Background: an optimization exercise with open tools, aiming at small area. Do not read the settings as production practice.
Function was checked by simulation only, so behaviour that the tests miss may differ from the original.
Power is estimated from default activity; no workload was simulated. The clock port is modelled as an ideal driver; clocking choices that lean on that would not hold on a real chip.

==> flow/design.v <==
package rv32_pkg;
    typedef enum logic [1:0] {
        class_load    = 2'b00,
        class_alu_imm = 2'b01,
        class_store   = 2'b10,
        class_alu_reg = 2'b11
    } instr_class_t;
endpackage
`timescale 1ns/1ps
module alu (
    input  logic       a,
    input  logic       b,
    input  logic       cin,
    input  logic       inv_b,      
    input  logic [2:0] funct3,
    output logic       sum,
    output logic       cout,
    output logic       result
);
    logic bb;
    assign bb   = b ^ inv_b;
    assign sum  = a ^ bb ^ cin;
    assign cout = (a & bb) | (cin & (a ^ bb));
    always_comb begin
        case (funct3)
            3'b000:  result = sum;
            3'b100:  result = a ^ b;
            3'b110:  result = a | b;
            3'b111:  result = a & b;
            default: result = a;
        endcase
    end
endmodule
`timescale 1ns/1ps
module register_file (
    input  logic       clk,
    input  logic       clr,        
    input  logic       wr_ena,
    input  logic [4:0] wr_addr,
    input  logic       wr_bit,
    input  logic [4:0] rd_addr0,
    input  logic [4:0] rd_addr1,
    output logic       rd_bit0,
    output logic       rd_bit1
);
    logic [32-1:0] regs [1:32-1];
    logic [32-1:0] lsb;
    assign lsb[0] = 1'b0;
    for (genvar k = 1; k < 32; k++) begin : g_reg
        logic we;
        assign we = clr || (wr_ena && wr_addr == 5'(k));
        assign lsb[k] = regs[k][0];
        always_ff @(posedge clk) begin
            regs[k] <= {we ? (wr_bit && !clr) : regs[k][0], regs[k][32-1:1]};
        end
    end
    assign rd_bit0 = lsb[rd_addr0] && !clr;
    assign rd_bit1 = lsb[rd_addr1] && !clr;
endmodule
`timescale 1ns/1ps
module instr_decoder (
    input  logic [31:0] instr,
    input  logic [4:0]  phase,
    output rv32_pkg::instr_class_t instr_class,
    output logic [4:0]  rs1,
    output logic [4:0]  rs2,
    output logic [4:0]  rd,
    output logic        imm_bit,   
    output logic        rd_bit,    
    output logic        inv_b      
);
    logic [2:0] funct3;
    logic       is_reg;
    logic       is_store;
    assign instr_class = rv32_pkg::instr_class_t'(instr[5:4]);
    assign is_reg   = instr[5] & instr[4];
    assign is_store = instr[5] & ~instr[4];
    assign funct3 = instr[14:12];
    assign rs1 = instr[19:15];
    assign rs2 = instr[24:20];
    assign rd  = instr[11:7];
    assign rd_bit = instr[7 + 32'(phase[2:0])];
    always_comb begin
        if (phase >= 5'd11) begin
            imm_bit = instr[31];
        end else if (phase < 5'd5 && is_store) begin
            imm_bit = rd_bit;
        end else begin
            imm_bit = instr[20 + 32'(phase)];
        end
    end
    assign inv_b = instr[4] &&
                   ((funct3 == 3'b000 && is_reg && instr[30]) || funct3[2:1] == 2'b01);
endmodule
`timescale 1ns/1ps
module core_control (
    input  logic        clk,
    input  logic        rst,
    output logic [4:0]  phase,
    output logic        rot,
    output logic        clr,
    output logic        instruction_done,
    output logic [31:0] instructions_completed
);
    always_ff @(posedge clk) begin
        if (rst) begin
            phase <= '0;
            rot   <= 1'b0;
            clr   <= 1'b1;
        end else begin
            phase <= phase + 5'd1;
            if (phase == 5'd31) begin
                rot <= ~rot;
                clr <= 1'b0;
            end
        end
    end
    assign instruction_done = rot && phase == 5'd31;
    always_ff @(posedge clk) begin
        if (rst) begin
            instructions_completed <= '0;
        end else if (instruction_done) begin
            instructions_completed <= instructions_completed + 32'd1;
        end
    end
endmodule
`timescale 1ns/1ps
module rv32_core (
    input  logic             clk,
    input  logic             rst,
    output logic [32-1:0] mem_addr,
    input  logic [32-1:0] mem_rd_data,
    output logic [32-1:0] mem_wr_data,
    output logic             mem_wr_ena,
    output logic [32-1:0] pc,
    output logic             instruction_done,
    output logic [31:0]      instructions_completed
);
    logic [4:0] phase;
    logic       rot;
    logic       clr;
    rv32_pkg::instr_class_t instr_class;
    logic [4:0] rs1;
    logic [4:0] rs2;
    logic [4:0] rd;
    logic       imm_bit;
    logic       rd_bit;
    logic       inv_b;
    logic [2:0] funct3;
    logic       a;
    logic       rs2_bit;
    logic       b;
    logic       cin;
    logic       sum;
    logic       cout;
    logic       alu_res;
    logic       carry;
    logic [29:0] ar;          
    logic [31:0] sdr;         
    logic [4:0]  xr;          
    logic        flag;        
    logic        mem_op;      
    logic        store_op;    
    logic        access;
    logic        is_load;
    logic        is_store;
    logic        is_reg;
    logic        is_shift;
    logic        is_sll;
    logic        is_cmp;
    logic [4:0]  idx;
    logic        tap;
    logic [5:0]  qsum;
    logic        mask;
    logic        wbit;
    logic        wr_ena;
    logic [4:0]  wr_addr;
    core_control u_control (
        .clk                    (clk),
        .rst                    (rst),
        .phase                  (phase),
        .rot                    (rot),
        .clr                    (clr),
        .instruction_done       (instruction_done),
        .instructions_completed (instructions_completed)
    );
    instr_decoder u_decoder (
        .instr       (mem_rd_data),
        .phase       (phase),
        .instr_class (instr_class),
        .rs1         (rs1),
        .rs2         (rs2),
        .rd          (rd),
        .imm_bit     (imm_bit),
        .rd_bit      (rd_bit),
        .inv_b       (inv_b)
    );
    assign funct3   = mem_rd_data[14:12];
    assign is_load  = instr_class == rv32_pkg::class_load;
    assign is_store = instr_class == rv32_pkg::class_store;
    assign is_reg   = instr_class == rv32_pkg::class_alu_reg;
    assign is_shift = funct3[1:0] == 2'b01;
    assign is_sll   = ~funct3[2];
    assign is_cmp   = funct3[2:1] == 2'b01;
    register_file u_regfile (
        .clk      (clk),
        .clr      (clr),
        .wr_ena   (wr_ena),
        .wr_addr  (wr_addr),
        .wr_bit   (wbit),
        .rd_addr0 (rs1),
        .rd_addr1 (rs2),
        .rd_bit0  (a),
        .rd_bit1  (rs2_bit)
    );
    assign b   = is_reg ? rs2_bit : imm_bit;
    assign cin = (phase == 5'd0) ? inv_b : carry;
    alu u_alu (
        .a      (a),
        .b      (b),
        .cin    (cin),
        .inv_b  (inv_b),
        .funct3 (instr_class[0] ? funct3 : 3'b000),
        .sum    (sum),
        .cout   (cout),
        .result (alu_res)
    );
    assign access = rot && phase == 5'd0 && mem_op;
    always_ff @(posedge clk) begin
        carry <= cout;
        ar    <= {sum, ar[29:1]};
        if (access && !store_op) begin
            sdr <= {sdr[31], mem_rd_data[31:1]};
        end else begin
            sdr <= {is_store ? rs2_bit : alu_res, sdr[31:1]};
        end
        if (!rot && phase < 5'd5) begin
            xr <= {is_load ? rd_bit : b, xr[4:1]};
        end
        if (!rot && phase == 5'd31) begin
            if (is_cmp) begin
                flag <= funct3[0] ? ~cout : ((a ^ b) ? a : sum);
            end else begin
                flag <= a;
            end
        end
        if (!access) begin
            mem_op   <= ~mem_rd_data[4];
            store_op <= is_store;
        end
    end
    assign idx  = (instr_class[0] && is_shift) ? (is_sll ? 5'd0 - xr : xr) : 5'd0;
    assign tap  = sdr[idx];
    assign qsum = {1'b0, phase} + {1'b0, xr};
    assign mask = is_sll ? (phase < xr) : qsum[5];
    always_comb begin
        if (mem_op && !store_op) begin
            wbit = (phase == 5'd0) ? mem_rd_data[0] : sdr[0];
        end else if (is_cmp) begin
            wbit = (phase == 5'd0) && flag;
        end else if (is_shift && mask) begin
            wbit = ~is_sll && mem_rd_data[30] && flag;
        end else begin
            wbit = tap;
        end
    end
    assign wr_ena  = rot && !(mem_op && store_op);
    assign wr_addr = access ? xr : rd;
    assign mem_addr    = access ? {ar, 2'b00} : {instructions_completed[29:0], 2'b00};
    assign mem_wr_data = sdr;
    assign mem_wr_ena  = access && store_op;
    assign pc          = {instructions_completed[29:0], 2'b00};
endmodule
export LEC_CHECK = 0
export CAP_MARGIN = 20
export CORE_MARGIN = 2
export CORE_UTILIZATION = 40
export SLEW_MARGIN = 20
create_clock -name core_clock -period 10.0 [get_ports {clk}]
run.sh (not shown) runs the stock make flow with config.mk's settings and CLKGATE_MAP_FILE= SYNTH_SCRIPT=/design/flow/synth_recipe.tcl, a recipe that flattens the netlist after the stock synthesis.
The first run went through all stages and came out clean.
Then changed:
==> flow/flow/run.sh (new file) <==
#!/bin/bash
# Standard ORFS layout with smaller port buffers and a leaner clock tree.
set -euo pipefail
export BUFFER_PORTS_ARGS="-buffer_cell sky130_fd_sc_hd__buf_1"
export CTS_ARGS="-sink_clustering_enable -repair_clock_nets -buf_list sky130_fd_sc_hd__clkbuf_16 -sink_clustering_size 30 -sink_clustering_max_diameter 80 -sink_buffer_max_cap_derate 0.1 -dont_use_dummy_load"
bash standard.sh > flow_make.log 2>&1
==> flow/standard.sh (new file) <==
#!/bin/bash
# synth_recipe.tcl (not shown) runs the flow's synth.tcl, then flattens the netlist and writes it again
# the make line also repeats each setting of config.mk as NAME=value (left out here)
make -C /OpenROAD-flow-scripts/flow DESIGN_CONFIG=/design/flow/config.mk WORK_HOME=/design/flow/orfs CLKGATE_MAP_FILE= SYNTH_SCRIPT=/design/flow/synth_recipe.tcl "${@:-finish}"
- CORE_UTILIZATION: 40 -> 70
removed: flow/run.sh
Outcome:
- final cell count shrinks by 17%
- cell area shrinks by 11%
- clock skew grows by 0.022 ns
- setup slack improved by 0.34 ns
- total power shrinks by 20%
- via count grows by 2.4%
- register-to-register slack got worse by 0.06 ns
- routed wire length grows by 16%
- non-clock buffer count stays the same

[port drivers added, routing unchanged]
The results above use ideal ports. As a check the final layouts listed here were re-extracted and re-timed, cells and wires unchanged. Step 1: set_driving_cell puts a clkbuf_16 on clk and a buf_2 on each other input, an assumption about the parent block. Step 2, shift: input delay + t, output delay - t, t = (earliest + latest rising clock arrival at the registers) / 2. This alone moves slack from input paths to output paths. Slacks: ideal / step 1 / step 2; pairs: ideal / step 1.
| run | t, ns | setup slack, ns | worst data-port slew with drivers (ns) | cell pins on the clock port's net |
|---|---|---|---|---|
| the first run | 0.680 | 3.863 / 3.806 / 4.109 | 0.12 | 1 |
| the second run | 0.651 | 4.205 / 4.146 / 4.430 | 0.06 | 1 |
After both steps every run listed still meets setup and hold.
